This design comes from an exercise in tuning for a short achievable clock period and few clock cycles on the open sky130 flow, not from production work. In this exercise RTL edits were held to simulation tests only and were not proved equivalent to the original.

==> inputs of run a <==
==> flow/design.v <==
`timescale 1ns/1ps
module rv_pipe_top (
    input  logic        clk_i,
    input  logic        rstn_i,
    input  logic        instr_req_i,
    input  logic [31:0] instr_i,
    output logic        instr_ack_o,
    output logic        commit_req_o,
    output logic [4:0]  commit_rd_o,
    output logic [31:0] commit_data_o,
    input  logic        commit_ack_i
);
    localparam int QD = 4;
    function automatic logic [31:0] rev32(input logic [31:0] x);
        for (int i = 0; i < 32; i++) rev32[i] = x[31-i];
    endfunction
    logic        ack_q;
    logic        v0_q;
    logic [31:0] ir_q;
    logic [31:0] oh1_q;
    logic [31:0] oh2_q;
    logic [2:0]  occ_q;
    logic        ready;
    logic        accept;
    assign ready  = (occ_q < 3'(QD));
    assign accept = instr_req_i && !ack_q && ready;
    always_ff @(posedge clk_i or negedge rstn_i) begin
        if (!rstn_i) begin
            ack_q <= 1'b0;
            v0_q  <= 1'b0;
        end else begin
            ack_q <= instr_req_i && (ack_q || ready);
            v0_q  <= accept;
        end
    end
    always_ff @(posedge clk_i) begin
        ir_q  <= instr_i;
        oh1_q <= 32'd1 << instr_i[19:15];
        oh2_q <= 32'd1 << instr_i[24:20];
    end
    logic [6:0]  opc;
    logic [2:0]  f3;
    logic [6:0]  f7;
    logic        is_lui, is_opi, is_op, f7z, f7a, lgc;
    logic        d_add, d_sub, d_sll, d_slt, d_xor, d_srl, d_sra, d_or, d_and;
    logic        d_valid, d_use_imm, d_we;
    logic [4:0]  d_rd, d_rs1, d_rs2;
    logic [31:0] d_imm;
    assign opc    = ir_q[6:0];
    assign f3     = ir_q[14:12];
    assign f7     = ir_q[31:25];
    assign d_rd   = ir_q[11:7];
    assign d_rs1  = ir_q[19:15];
    assign d_rs2  = ir_q[24:20];
    assign is_lui = (opc == 7'b0110111);
    assign is_opi = (opc == 7'b0010011);
    assign is_op  = (opc == 7'b0110011);
    assign f7z    = (f7 == 7'b0000000);
    assign f7a    = (f7 == 7'b0100000);
    assign lgc    = is_opi || (is_op && f7z);
    assign d_add  = lgc && (f3 == 3'b000);
    assign d_sub  = is_op && f7a && (f3 == 3'b000);
    assign d_sll  = is_op && f7z && (f3 == 3'b001);
    assign d_slt  = is_op && f7z && (f3 == 3'b010);
    assign d_xor  = lgc && (f3 == 3'b100);
    assign d_srl  = is_op && f7z && (f3 == 3'b101);
    assign d_sra  = is_op && f7a && (f3 == 3'b101);
    assign d_or   = lgc && (f3 == 3'b110);
    assign d_and  = lgc && (f3 == 3'b111);
    assign d_valid   = is_lui || d_add || d_sub || d_sll || d_slt || d_xor ||
                       d_srl || d_sra || d_or || d_and;
    assign d_use_imm = is_lui || is_opi;
    assign d_we      = (d_rd != 5'd0);
    assign d_inv     = d_sub || d_slt;
    assign d_imm     = is_lui ? {ir_q[31:12], 12'b0} : {{20{ir_q[31]}}, ir_q[31:20]};
    logic [31:0] regs_q [1:31];
    logic [31:0] rs1_data;
    logic [31:0] rs2_data;
    logic [31:1] weoh_q;
    logic [31:0] wd_q;
    always_comb begin
        rs1_data = 32'd0;
        rs2_data = 32'd0;
        for (int i = 1; i < 32; i++) begin
            rs1_data = rs1_data | (regs_q[i] & {32{oh1_q[i]}});
            rs2_data = rs2_data | (regs_q[i] & {32{oh2_q[i]}});
        end
    end
    always_ff @(posedge clk_i or negedge rstn_i) begin
        if (!rstn_i) begin
            for (int i = 1; i < 32; i++) regs_q[i] <= 32'd0;
        end else begin
            for (int i = 1; i < 32; i++) begin
                if (weoh_q[i]) regs_q[i] <= wd_q;
            end
        end
    end
    logic [4:0] last_rd_q;
    logic       last_we_q;
    logic       d_fwa, d_fwb;
    assign d_fwa = last_we_q && (d_rs1 == last_rd_q);
    assign d_fwb = last_we_q && !d_use_imm && (d_rs2 == last_rd_q);
    always_ff @(posedge clk_i or negedge rstn_i) begin
        if (!rstn_i) begin
            last_rd_q <= 5'd0;
            last_we_q <= 1'b0;
        end else if (v0_q && d_valid) begin
            last_rd_q <= d_rd;
            last_we_q <= d_we;
        end
    end
    logic        v1_q;
    logic [31:0] a1_q, b1_q;
    logic        fwa1_q, fwbp1_q, fwbn1_q;
    logic [31:0] resfn_q;
    logic        d_inv;
    logic        add1_q, sub1_q, sll1_q, slt1_q, xor1_q, srl1_q, sra1_q, or1_q, and1_q, lui1_q;
    logic [4:0]  rd1_q;
    logic        we1_q;
    logic [31:0] resf_q;
    always_ff @(posedge clk_i or negedge rstn_i) begin
        if (!rstn_i) v1_q <= 1'b0;
        else         v1_q <= v0_q && d_valid;
    end
    always_ff @(posedge clk_i) begin
        a1_q    <= d_fwa ? 32'd0 : rs1_data;
        b1_q    <= d_fwb ? 32'd0 : ((d_use_imm ? d_imm : rs2_data) ^ {32{d_inv}});
        fwa1_q  <= d_fwa;
        fwbp1_q <= d_fwb && !d_inv;
        fwbn1_q <= d_fwb && d_inv;
        add1_q <= d_add;
        sub1_q <= d_sub;
        sll1_q <= d_sll;
        slt1_q <= d_slt;
        xor1_q <= d_xor;
        srl1_q <= d_srl;
        sra1_q <= d_sra;
        or1_q  <= d_or;
        and1_q <= d_and;
        lui1_q <= is_lui;
        rd1_q  <= d_rd;
        we1_q  <= d_we;
    end
    logic [31:0] a, bx, ra, sh1;
    logic        inv, fill;
    logic [31:0] p, g, gp, pp, c0, c1;
    logic [31:0] lres;
    logic [3:0]  gb, pb;
    assign a    = a1_q | ({32{fwa1_q}} & resf_q);
    assign bx   = b1_q | ({32{fwbp1_q}} & resf_q) | ({32{fwbn1_q}} & resfn_q);
    assign inv  = sub1_q || slt1_q;
    assign p = a ^ bx;
    assign g = a & bx;
    always_comb begin
        gp = g;
        pp = p;
        for (int k = 0; k < 3; k++) begin
            for (int i = 0; i < 32; i++) begin
                if (((i % 8) >> k) & 1) begin
                    gp[i] = gp[i] | (pp[i] & gp[((i >> k) << k) - 1]);
                    pp[i] = pp[i] & pp[((i >> k) << k) - 1];
                end
            end
        end
        for (int i = 0; i < 32; i++) begin
            if (i % 8 == 0) begin
                c0[i] = 1'b0;
                c1[i] = 1'b1;
            end else begin
                c0[i] = gp[i-1];
                c1[i] = gp[i-1] | pp[i-1];
            end
        end
        for (int j = 0; j < 4; j++) begin
            gb[j] = gp[8*j+7];
            pb[j] = pp[8*j+7];
        end
    end
    assign lres = ({32{and1_q}} & (a & bx)) | ({32{or1_q}} & (a | bx)) |
                  ({32{xor1_q}} & (a ^ bx)) | ({32{lui1_q}} & bx);
    assign ra   = sll1_q ? rev32(a) : a;
    assign fill = sra1_q && a[31];
    always_comb begin
        case (bx[4:3])
            2'd0:    sh1 = ra;
            2'd1:    sh1 = {{8{fill}}, ra[31:8]};
            2'd2:    sh1 = {{16{fill}}, ra[31:16]};
            default: sh1 = {{24{fill}}, ra[31:24]};
        endcase
    end
    logic        v2_q;
    logic [31:0] s02_q, s12_q;
    logic [3:0]  gb2_q, pb2_q;
    logic        inv2_q, a31_2_q, b31_2_q;
    logic [31:0] lres2_q, sh2_q;
    logic [2:0]  shlo2_q;
    logic        fill2_q, sum2_q, slt2_q, shr2_q, shl2_q;
    logic [4:0]  rd2_q;
    logic        we2_q;
    always_ff @(posedge clk_i or negedge rstn_i) begin
        if (!rstn_i) v2_q <= 1'b0;
        else         v2_q <= v1_q;
    end
    always_ff @(posedge clk_i) begin
        s02_q   <= p ^ c0;
        s12_q   <= p ^ c1;
        gb2_q   <= gb;
        pb2_q   <= pb;
        inv2_q  <= inv;
        a31_2_q <= a[31];
        b31_2_q <= bx[31] ^ inv;
        lres2_q <= lres;
        sh2_q   <= sh1;
        shlo2_q <= bx[2:0];
        fill2_q <= fill;
        sum2_q  <= add1_q || sub1_q;
        slt2_q  <= slt1_q;
        shr2_q  <= srl1_q || sra1_q;
        shl2_q  <= sll1_q;
        rd2_q   <= rd1_q;
        we2_q   <= we1_q;
    end
    logic [31:0] sum, y, result;
    logic [4:0]  cy;
    logic        lt;
    always_comb begin
        cy[0] = inv2_q;
        for (int j = 0; j < 4; j++) begin
            cy[j+1]       = gb2_q[j] | (pb2_q[j] & cy[j]);
            sum[8*j +: 8] = cy[j] ? s12_q[8*j +: 8] : s02_q[8*j +: 8];
        end
    end
    assign lt  = (a31_2_q ^ b31_2_q) ? a31_2_q : sum[31];
    assign y   = 32'($signed({fill2_q, sh2_q}) >>> shlo2_q);
    assign result = ({32{sum2_q}} & sum) | {31'd0, slt2_q && lt} |
                    ({32{shr2_q}} & y) | ({32{shl2_q}} & rev32(y)) | lres2_q;
    logic       push_q;
    logic [4:0] prd_q;
    always_ff @(posedge clk_i) begin
        if (v2_q) resf_q <= result;
        if (v2_q) resfn_q <= ~result;
        if (v2_q && we2_q) wd_q <= result;
        prd_q <= rd2_q;
    end
    always_ff @(posedge clk_i or negedge rstn_i) begin
        if (!rstn_i) begin
            push_q <= 1'b0;
            weoh_q <= '0;
        end else begin
            push_q <= v2_q;
            for (int i = 1; i < 32; i++) weoh_q[i] <= v2_q && we2_q && (rd2_q == 5'(i));
        end
    end
    logic [31:0] qd_q [QD];
    logic [4:0]  qr_q [QD];
    logic [1:0]  wp_q, rp_q;
    logic [2:0]  cnt_q;
    logic        creq_q;
    logic [4:0]  crd_q;
    logic [31:0] cdata_q;
    logic        pop;
    assign pop = creq_q && commit_ack_i;
    always_ff @(posedge clk_i) begin
        if (push_q) begin
            qd_q[wp_q] <= resf_q;
            qr_q[wp_q] <= prd_q;
        end
        crd_q   <= qr_q[rp_q];
        cdata_q <= qd_q[rp_q];
    end
    always_ff @(posedge clk_i or negedge rstn_i) begin
        if (!rstn_i) begin
            wp_q   <= 2'd0;
            rp_q   <= 2'd0;
            cnt_q  <= 3'd0;
            occ_q  <= 3'd0;
            creq_q <= 1'b0;
        end else begin
            if (push_q) wp_q <= wp_q + 2'd1;
            if (pop)    rp_q <= rp_q + 2'd1;
            cnt_q  <= cnt_q + {2'd0, push_q} - {2'd0, pop};
            occ_q  <= occ_q + {2'd0, v0_q && d_valid} - {2'd0, pop};
            if (!creq_q) creq_q <= (cnt_q != 3'd0) && !commit_ack_i;
            else         creq_q <= !commit_ack_i;
        end
    end
    assign instr_ack_o   = ack_q;
    assign commit_req_o  = creq_q;
    assign commit_rd_o   = crd_q;
    assign commit_data_o = cdata_q;
endmodule
==> flow/run.sh <==
#!/bin/bash
# synth_recipe.tcl (not shown) runs the flow's synth.tcl, then flattens the netlist and writes it again
# the make line also repeats each setting of config.mk as NAME=value (left out here)
make -C /OpenROAD-flow-scripts/flow DESIGN_CONFIG=/design/flow/config.mk WORK_HOME=/design/flow/orfs CLKGATE_MAP_FILE= SYNTH_SCRIPT=/design/flow/synth_recipe.tcl finish
==> flow/config.mk <==
export PLATFORM = sky130hd
export DESIGN_NAME = rv_pipe_top
export DESIGN_NICKNAME = rv_pipe_top
export VERILOG_FILES = /design/flow/design.v
export SDC_FILE = /design/flow/constraint.sdc
export NUM_CORES = 4
export LEC_CHECK = 0
export ABC_CLOCK_PERIOD_IN_PS = 2000
export CAP_MARGIN = 20
export CORE_MARGIN = 2
export CORE_UTILIZATION = 60
export GPL_TIMING_DRIVEN = 1
export PLACE_DENSITY = 0.7
export SETUP_SLACK_MARGIN = 5
export SLEW_MARGIN = 20
==> flow/constraint.sdc <==
create_clock -name core_clock -period 7.0 [get_ports {clk_i}]
set_input_delay 1.4000 -clock core_clock [delete_from_list [all_inputs] [get_ports {clk_i}]]
set_output_delay 1.4000 -clock core_clock [all_outputs]
set_load 0.01 [all_outputs]
==> run b: changes against run a <==
--- a/flow/design.v
+++ b/flow/design.v
@@ -72,5 +72,4 @@
     assign d_use_imm = is_lui || is_opi;
     assign d_we      = (d_rd != 5'd0);
-    assign d_inv     = d_sub || d_slt;
     assign d_imm     = is_lui ? {ir_q[31:12], 12'b0} : {{20{ir_q[31]}}, ir_q[31:20]};
     logic [31:0] regs_q [1:31];
@@ -112,7 +111,5 @@
     logic        v1_q;
     logic [31:0] a1_q, b1_q;
-    logic        fwa1_q, fwbp1_q, fwbn1_q;
-    logic [31:0] resfn_q;
-    logic        d_inv;
+    logic        fwa1_q, fwb1_q;
     logic        add1_q, sub1_q, sll1_q, slt1_q, xor1_q, srl1_q, sra1_q, or1_q, and1_q, lui1_q;
     logic [4:0]  rd1_q;
@@ -124,9 +121,8 @@
     end
     always_ff @(posedge clk_i) begin
-        a1_q    <= d_fwa ? 32'd0 : rs1_data;
-        b1_q    <= d_fwb ? 32'd0 : ((d_use_imm ? d_imm : rs2_data) ^ {32{d_inv}});
-        fwa1_q  <= d_fwa;
-        fwbp1_q <= d_fwb && !d_inv;
-        fwbn1_q <= d_fwb && d_inv;
+        a1_q   <= rs1_data;
+        b1_q   <= d_use_imm ? d_imm : rs2_data;
+        fwa1_q <= d_fwa;
+        fwb1_q <= d_fwb;
         add1_q <= d_add;
         sub1_q <= d_sub;
@@ -142,45 +138,22 @@
         we1_q  <= d_we;
     end
-    logic [31:0] a, bx, ra, sh1;
+    logic [31:0] a, b, bx, ra, sh1;
     logic        inv, fill;
-    logic [31:0] p, g, gp, pp, c0, c1;
+    logic [16:0] lo;
+    logic [15:0] hi0, hi1;
     logic [31:0] lres;
-    logic [3:0]  gb, pb;
-    assign a    = a1_q | ({32{fwa1_q}} & resf_q);
-    assign bx   = b1_q | ({32{fwbp1_q}} & resf_q) | ({32{fwbn1_q}} & resfn_q);
+    assign a    = fwa1_q ? resf_q : a1_q;
+    assign b    = fwb1_q ? resf_q : b1_q;
     assign inv  = sub1_q || slt1_q;
-    assign p = a ^ bx;
-    assign g = a & bx;
-    always_comb begin
-        gp = g;
-        pp = p;
-        for (int k = 0; k < 3; k++) begin
-            for (int i = 0; i < 32; i++) begin
-                if (((i % 8) >> k) & 1) begin
-                    gp[i] = gp[i] | (pp[i] & gp[((i >> k) << k) - 1]);
-                    pp[i] = pp[i] & pp[((i >> k) << k) - 1];
-                end
-            end
-        end
-        for (int i = 0; i < 32; i++) begin
-            if (i % 8 == 0) begin
-                c0[i] = 1'b0;
-                c1[i] = 1'b1;
-            end else begin
-                c0[i] = gp[i-1];
-                c1[i] = gp[i-1] | pp[i-1];
-            end
-        end
-        for (int j = 0; j < 4; j++) begin
-            gb[j] = gp[8*j+7];
-            pb[j] = pp[8*j+7];
-        end
-    end
-    assign lres = ({32{and1_q}} & (a & bx)) | ({32{or1_q}} & (a | bx)) |
-                  ({32{xor1_q}} & (a ^ bx)) | ({32{lui1_q}} & bx);
+    assign bx   = b ^ {32{inv}};
+    assign lo   = {1'b0, a[15:0]} + {1'b0, bx[15:0]} + {16'd0, inv};
+    assign hi0  = a[31:16] + bx[31:16];
+    assign hi1  = a[31:16] + bx[31:16] + 16'd1;
+    assign lres = ({32{and1_q}} & (a & b)) | ({32{or1_q}} & (a | b)) |
+                  ({32{xor1_q}} & (a ^ b)) | ({32{lui1_q}} & b);
     assign ra   = sll1_q ? rev32(a) : a;
     assign fill = sra1_q && a[31];
     always_comb begin
-        case (bx[4:3])
+        case (b[4:3])
             2'd0:    sh1 = ra;
             2'd1:    sh1 = {{8{fill}}, ra[31:8]};
@@ -190,7 +163,6 @@
     end
     logic        v2_q;
-    logic [31:0] s02_q, s12_q;
-    logic [3:0]  gb2_q, pb2_q;
-    logic        inv2_q, a31_2_q, b31_2_q;
+    logic [15:0] lo2_q, hi02_q, hi12_q;
+    logic        c2_q, a31_2_q, b31_2_q;
     logic [31:0] lres2_q, sh2_q;
     logic [2:0]  shlo2_q;
@@ -203,14 +175,13 @@
     end
     always_ff @(posedge clk_i) begin
-        s02_q   <= p ^ c0;
-        s12_q   <= p ^ c1;
-        gb2_q   <= gb;
-        pb2_q   <= pb;
-        inv2_q  <= inv;
+        lo2_q   <= lo[15:0];
+        c2_q    <= lo[16];
+        hi02_q  <= hi0;
+        hi12_q  <= hi1;
         a31_2_q <= a[31];
-        b31_2_q <= bx[31] ^ inv;
+        b31_2_q <= b[31];
         lres2_q <= lres;
         sh2_q   <= sh1;
-        shlo2_q <= bx[2:0];
+        shlo2_q <= b[2:0];
         fill2_q <= fill;
         sum2_q  <= add1_q || sub1_q;
@@ -222,13 +193,6 @@
     end
     logic [31:0] sum, y, result;
-    logic [4:0]  cy;
     logic        lt;
-    always_comb begin
-        cy[0] = inv2_q;
-        for (int j = 0; j < 4; j++) begin
-            cy[j+1]       = gb2_q[j] | (pb2_q[j] & cy[j]);
-            sum[8*j +: 8] = cy[j] ? s12_q[8*j +: 8] : s02_q[8*j +: 8];
-        end
-    end
+    assign sum = {c2_q ? hi12_q : hi02_q, lo2_q};
     assign lt  = (a31_2_q ^ b31_2_q) ? a31_2_q : sum[31];
     assign y   = 32'($signed({fill2_q, sh2_q}) >>> shlo2_q);
@@ -239,5 +203,4 @@
     always_ff @(posedge clk_i) begin
         if (v2_q) resf_q <= result;
-        if (v2_q) resfn_q <= ~result;
         if (v2_q && we2_q) wd_q <= result;
         prd_q <= rd2_q;
@@ -266,6 +229,8 @@
             qr_q[wp_q] <= prd_q;
         end
-        crd_q   <= qr_q[rp_q];
-        cdata_q <= qd_q[rp_q];
+        if (!creq_q) begin
+            crd_q   <= qr_q[rp_q];
+            cdata_q <= qd_q[rp_q];
+        end
     end
     always_ff @(posedge clk_i or negedge rstn_i) begin
==> flow/config.mk (replaced) <==
export PLATFORM = sky130hd
export DESIGN_NAME = rv_pipe_top
export DESIGN_NICKNAME = rv_pipe_top
export VERILOG_FILES = /design/flow/design.v
export SDC_FILE = /design/flow/constraint.sdc
export NUM_CORES = 4
export LEC_CHECK = 0
export ABC_CLOCK_PERIOD_IN_PS = 2600
export CAP_MARGIN = 20
export CORE_MARGIN = 2
export CORE_UTILIZATION = 40
export PLACE_DENSITY = 0.6
export SETUP_SLACK_MARGIN = 4.4
export SLEW_MARGIN = 20
==> run summary <==
- Post-Synth Simple-Gate Area: ~5%
- Crit path max fanout: 6
- Clock buffer count from CTS: 165
- Final Non-Filler Cells: 8100
- Outcome: complete, no violations
- Initial antenna violation count: 23
- CP startpoint: fwb1_q
- Worst setup margin: 3.72 ns
- Starting Density: approximately two fifths
- Worst R2R Setup Slack: 3.72 ns
- Worst hold margin: roughly 0.32 ns
Source of the figures above: run b

==> run summary <==
- Outcome: complete, no violations
- Worst setup margin: 4.24 ns
- Initial antenna violation count: 28
- Worst hold margin: 0.328 ns
- Comb group: around 1.4 mW
- Ys async rst share: 63.0%
- Register area: slightly above 40000 µm²
- CP startpoint: ack_q
- Worst R2R Setup Slack: ~4.4 ns
- Starting Density: 60.3%
Source of the figures above: run a

Testbench counts of run a, summed over its fixed seeds: cycles 19,240.
Testbench counts of run b, summed over its fixed seeds: cycles 19,240.

afterwards: timing with drivers on the ports:
The results above use ideal ports. As a check the final layouts listed here were re-extracted and re-timed, cells and wires unchanged. Step 1: set_driving_cell puts a clkbuf_16 on clk_i and a buf_2 on each other input, an assumption about the parent block. Step 2, shift: input delay + t, output delay - t, t = (earliest + latest rising clock arrival at the registers) / 2. This alone moves slack from input paths to output paths. Slacks: no drivers / after step 1 / after step 2; pairs: no drivers / after step 1.
run | t, ns | setup WS [ns] | clock arrival spread, ns | cell pins on the clock port's net
run a | 0.924 | 4.237 / 4.158 / 4.152 | 0.035 / 0.034 | 1
run b | 0.896 | 3.720 / 3.720 / 3.720 | 0.030 / 0.030 | 1
After both steps setup and hold are still met in every run listed. For run a, which loses most, drivers alone change the setup slack by -0.079 ns; drivers and shift together by -0.085 ns.
